From an optimization exercise on the open Yosys and OpenROAD flow, aimed at small area, a short achievable clock period and few clock cycles; shortcuts taken in it are not production practice.
In this exercise RTL edits were held to simulation tests only and were not proved equivalent to the original.
No activity file was given, so power comes from the tool's default toggle rates.

== old ==
==> module palettized_pixel_unpacker_unit, before the edit <==
module palettized_pixel_unpacker_unit
#(
	parameter int PALETTE_DEPTH = PALETTE_DEPTH_DEF,
	parameter int MAX_WIDTH     = MAX_WIDTH_DEF,
	parameter int MAX_HEIGHT    = MAX_HEIGHT_DEF
) (
	input  logic               clk,
	input  logic               arst_n,
	input  logic               cfg_valid,
	output logic               cfg_ready,
	input  logic [1:0]         cfg_index,
	input  logic [CFG_W-1:0]   cfg_data,
	input  logic               in_valid,
	output logic               in_stall,
	input  logic [1:0]         operation,
	input  logic [7:0]         palette_slot,
	input  logic [31:0]        palette_color,
	input  logic [7:0]         data_byte,
	output logic               out_valid,
	input  logic               out_stall,
	output logic [COORD_W-1:0] pixel_x,
	output logic [COORD_W-1:0] pixel_y,
	output logic [31:0]        pixel_color,
	output logic               last_of_byte,
	output logic               last_of_image
);
	logic [1:0]  depth_q;
	logic [3:0]  pb_q;       
	logic [12:0] widthc_q;   
	logic [11:0] hm1_q;      
	logic [12:0] sm1_q;      
	logic [12:0] cfg_clamp;
	assign cfg_clamp = (cfg_data == 13'd0) ? 13'd1
		: (cfg_data > 13'd4096) ? 13'd4096 : cfg_data;
	assign cfg_ready = 1'b1;
	always_ff @(posedge clk or negedge arst_n) begin
		if (!arst_n) begin
			depth_q  <= BPP_8;
			pb_q     <= 4'd1;
			widthc_q <= 13'd1;
			hm1_q    <= 12'd0;
			sm1_q    <= 13'd3;
		end else if (cfg_valid) begin
			unique case (cfg_index)
				REG_DEPTH: begin
					depth_q <= cfg_data[1:0];
					pb_q    <= 4'd8 >> cfg_data[1:0];
				end
				REG_WIDTH:  widthc_q <= cfg_clamp;
				REG_HEIGHT: hm1_q    <= 12'(cfg_clamp - 13'd1);
				REG_STRIDE: sm1_q    <= (cfg_data == 13'd0) ? 13'd0 : cfg_data - 13'd1;
				default: ;
			endcase
		end
	end
	logic [1:0]  f_op    [2];
	logic [7:0]  f_slot  [2];
	logic [31:0] f_color [2];
	logic [7:0]  f_byte  [2];
	logic        wp;
	logic        rp;
	logic [1:0]  cnt;
	logic        full_q;
	logic        accept;
	logic        pop;
	logic [1:0]  cnt_next;
	assign in_stall = full_q;
	assign accept   = in_valid && !full_q;
	assign cnt_next = cnt + {1'b0, accept} - {1'b0, pop};
	for (genvar k = 0; k < 2; k++) begin : g_q
		always_ff @(posedge clk) begin
			if (!full_q && wp == 1'(k)) begin
				f_op[k]    <= operation;
				f_slot[k]  <= palette_slot;
				f_color[k] <= palette_color;
				f_byte[k]  <= data_byte;
			end
		end
	end
	always_ff @(posedge clk or negedge arst_n) begin
		if (!arst_n) begin
			wp     <= 1'b0;
			rp     <= 1'b0;
			cnt    <= 2'd0;
			full_q <= 1'b0;
		end else begin
			wp     <= wp ^ accept;
			rp     <= rp ^ pop;
			cnt    <= cnt_next;
			full_q <= (cnt_next == 2'd2);
		end
	end
	logic        hv;
	logic [1:0]  h_op;
	logic [31:0] h_color;
	logic [7:0]  h_byte;
	assign hv      = (cnt != 2'd0);
	assign h_op    = f_op[rp];
	assign h_color = f_color[rp];
	assign h_byte  = f_byte[rp];
	logic [12:0] col_q;
	logic [12:0] rem_q;
	logic [11:0] row_q;
	logic [13:0] bir_q;
	logic        pad;
	logic        le;
	logic [3:0]  n;
	logic        last_row;
	logic        hit;
	logic        row_end;
	logic        img_end;
	logic        seq_ok;
	logic        load_en;
	logic        pal_we;
	assign pad      = (rem_q == 13'd0);
	assign le       = (rem_q <= {9'd0, pb_q});
	assign n        = le ? rem_q[3:0] : pb_q;
	assign last_row = (row_q >= hm1_q);
	assign hit      = (bir_q >= {1'b0, sm1_q});
	assign row_end  = (pad || le) && hit;
	assign img_end  = last_row && le;
	always_comb begin
		pop     = 1'b0;
		load_en = 1'b0;
		pal_we  = 1'b0;
		if (hv) begin
			unique case (h_op)
				OP_PALETTE: begin
					pop    = w_ok;
					pal_we = w_ok;
				end
				OP_DATA: begin
					pop     = pad || seq_ok;
					load_en = !pad && seq_ok;
				end
				default: pop = 1'b1;
			endcase
		end
	end
	always_ff @(posedge clk or negedge arst_n) begin
		if (!arst_n) begin
			col_q <= '0;
			rem_q <= 13'd1;
			row_q <= '0;
			bir_q <= '0;
		end else if (pop && h_op == OP_RESTART) begin
			col_q <= '0;
			rem_q <= widthc_q;
			row_q <= '0;
			bir_q <= '0;
		end else if (pop && h_op == OP_DATA) begin
			if (row_end) begin
				col_q <= '0;
				rem_q <= widthc_q;
				bir_q <= '0;
				row_q <= last_row ? 12'd0 : row_q + 12'd1;
			end else begin
				bir_q <= bir_q + 14'd1;
				if (!pad) begin
					col_q <= le ? widthc_q : col_q + {9'd0, pb_q};
					rem_q <= le ? 13'd0 : rem_q - {9'd0, pb_q};
				end
			end
		end else begin
			rem_q <= (widthc_q > col_q) ? widthc_q - col_q : 13'd0;
		end
	end
	logic [7:0]   raddr;
	logic [RINGS-1:0]   rsel;
	logic [RING_LB-1:0] t_nx;
	logic [RING_N*32-1:0] p1;
	logic         fwd_hit;
	logic [31:0]  fwd_data;
	logic         w_ok;
	ppu_palette_ram u_ram (
		.clk      (clk),
		.arst_n   (arst_n),
		.we       (pal_we),
		.rd_busy  (!seq_ok),
		.waddr_a  (f_slot[0]),
		.waddr_b  (f_slot[1]),
		.wsel     (rp),
		.wdata    (h_color),
		.w_ok     (w_ok),
		.raddr    (raddr),
		.rsel     (rsel),
		.t_nx     (t_nx),
		.p1       (p1),
		.fwd_hit  (fwd_hit),
		.fwd_data (fwd_data)
	);
	ppu_pixel_seq u_seq (
		.clk           (clk),
		.arst_n        (arst_n),
		.load_en       (load_en),
		.load_data     (h_byte),
		.load_code     (depth_q),
		.load_x        (col_q[11:0]),
		.load_y        (row_q),
		.load_last_idx (3'(n - 4'd1)),
		.load_img_end  (img_end),
		.load_ok       (seq_ok),
		.raddr         (raddr),
		.rsel          (rsel),
		.t_nx          (t_nx),
		.p1            (p1),
		.fwd_hit       (fwd_hit),
		.fwd_data      (fwd_data),
		.out_valid     (out_valid),
		.out_stall     (out_stall),
		.pixel_x       (pixel_x),
		.pixel_y       (pixel_y),
		.pixel_color   (pixel_color),
		.last_of_byte  (last_of_byte),
		.last_of_image (last_of_image)
	);
endmodule
clock: 8.5 ns
lec_check: 0
abc_clock_period_in_ps: 3000
cap_margin: 20
core_margin: 2
core_utilization: 70
cts_cluster_diameter: 60
cts_cluster_size: 30
place_density: 0.8
setup_slack_margin: 5
slew_margin: 20
synth_memory_max_bits: 16384
run.sh (not shown) runs the stock make flow with config.mk's settings and CLKGATE_MAP_FILE= SYNTH_SCRIPT=/design/flow/synth_recipe.tcl, a recipe that flattens the netlist after the stock synthesis.
Testbench counts of old, summed over its fixed seeds: cycles 18,382.
#### Input delta (new over old)
--- a/flow/design.v
+++ b/flow/design.v
@@ -439,9 +439,8 @@
 		end
 	end
 	logic [1:0]  f_op    [2];
-	logic [7:0]  f_slot  [2];
+	logic [7:0]  f_arg   [2];   
 	logic [31:0] f_color [2];
-	logic [7:0]  f_byte  [2];
 	logic        wp;
 	logic        rp;
 	logic [1:0]  cnt;
@@ -456,9 +455,8 @@
 		always_ff @(posedge clk) begin
 			if (!full_q && wp == 1'(k)) begin
 				f_op[k]    <= operation;
-				f_slot[k]  <= palette_slot;
+				f_arg[k]   <= (operation == OP_PALETTE) ? palette_slot : data_byte;
 				f_color[k] <= palette_color;
-				f_byte[k]  <= data_byte;
 			end
 		end
 	end
@@ -482,7 +480,7 @@
 	assign hv      = (cnt != 2'd0);
 	assign h_op    = f_op[rp];
 	assign h_color = f_color[rp];
-	assign h_byte  = f_byte[rp];
+	assign h_byte  = f_arg[rp];
 	logic [12:0] col_q;
 	logic [12:0] rem_q;
 	logic [11:0] row_q;
@@ -562,8 +560,8 @@
 		.arst_n   (arst_n),
 		.we       (pal_we),
 		.rd_busy  (!seq_ok),
-		.waddr_a  (f_slot[0]),
-		.waddr_b  (f_slot[1]),
+		.waddr_a  (f_arg[0]),
+		.waddr_b  (f_arg[1]),
 		.wsel     (rp),
 		.wdata    (h_color),
 		.w_ok     (w_ok),
### Flow results
Initial antenna violation count, new vs old: down by a little under 10%
Going from old to new, final wirelength neither gained nor lost much, area share of and/or/nand/nor cells after synthesis neither gained nor lost much, sink count of the clock tree neither gained nor lost much, clock share of power lost 0.9 points.
Testbench counts of new, summed over its fixed seeds: cycles 18,382.

[re-timing with driven ports]
How much do the figures lean on ideal ports? The routed layouts below were timed once more, with nothing changed but the port constraints. Step 1: set_driving_cell puts a clkbuf_16 on clk and a buf_2 on each other input, an assumption about the parent block. Step 2 adds t to the input delays and takes it off the output delays; t is the mean of the earliest and latest rising clock arrival at the registers after step 1. Input paths then give back, and output paths get back, about the clock's delay inside the block. a / b / c = ideal / step 1 / step 2; a / b = the first two.
run	t, ns	setup WS [ns]	worst setup path at the end	worst register clock-pin slew, ns	worst data-port slew with drivers (ns)
old	1.195	4.921 / 4.887 / 4.008	input to register	0.11 / 0.11	0.20
new	1.180	4.792 / 4.792 / 4.059	input to register	0.11 / 0.11	0.20
After both steps setup and hold are still met in every run listed. For old, which loses most, drivers alone change the setup slack by -0.034 ns; drivers and shift together by -0.913 ns.
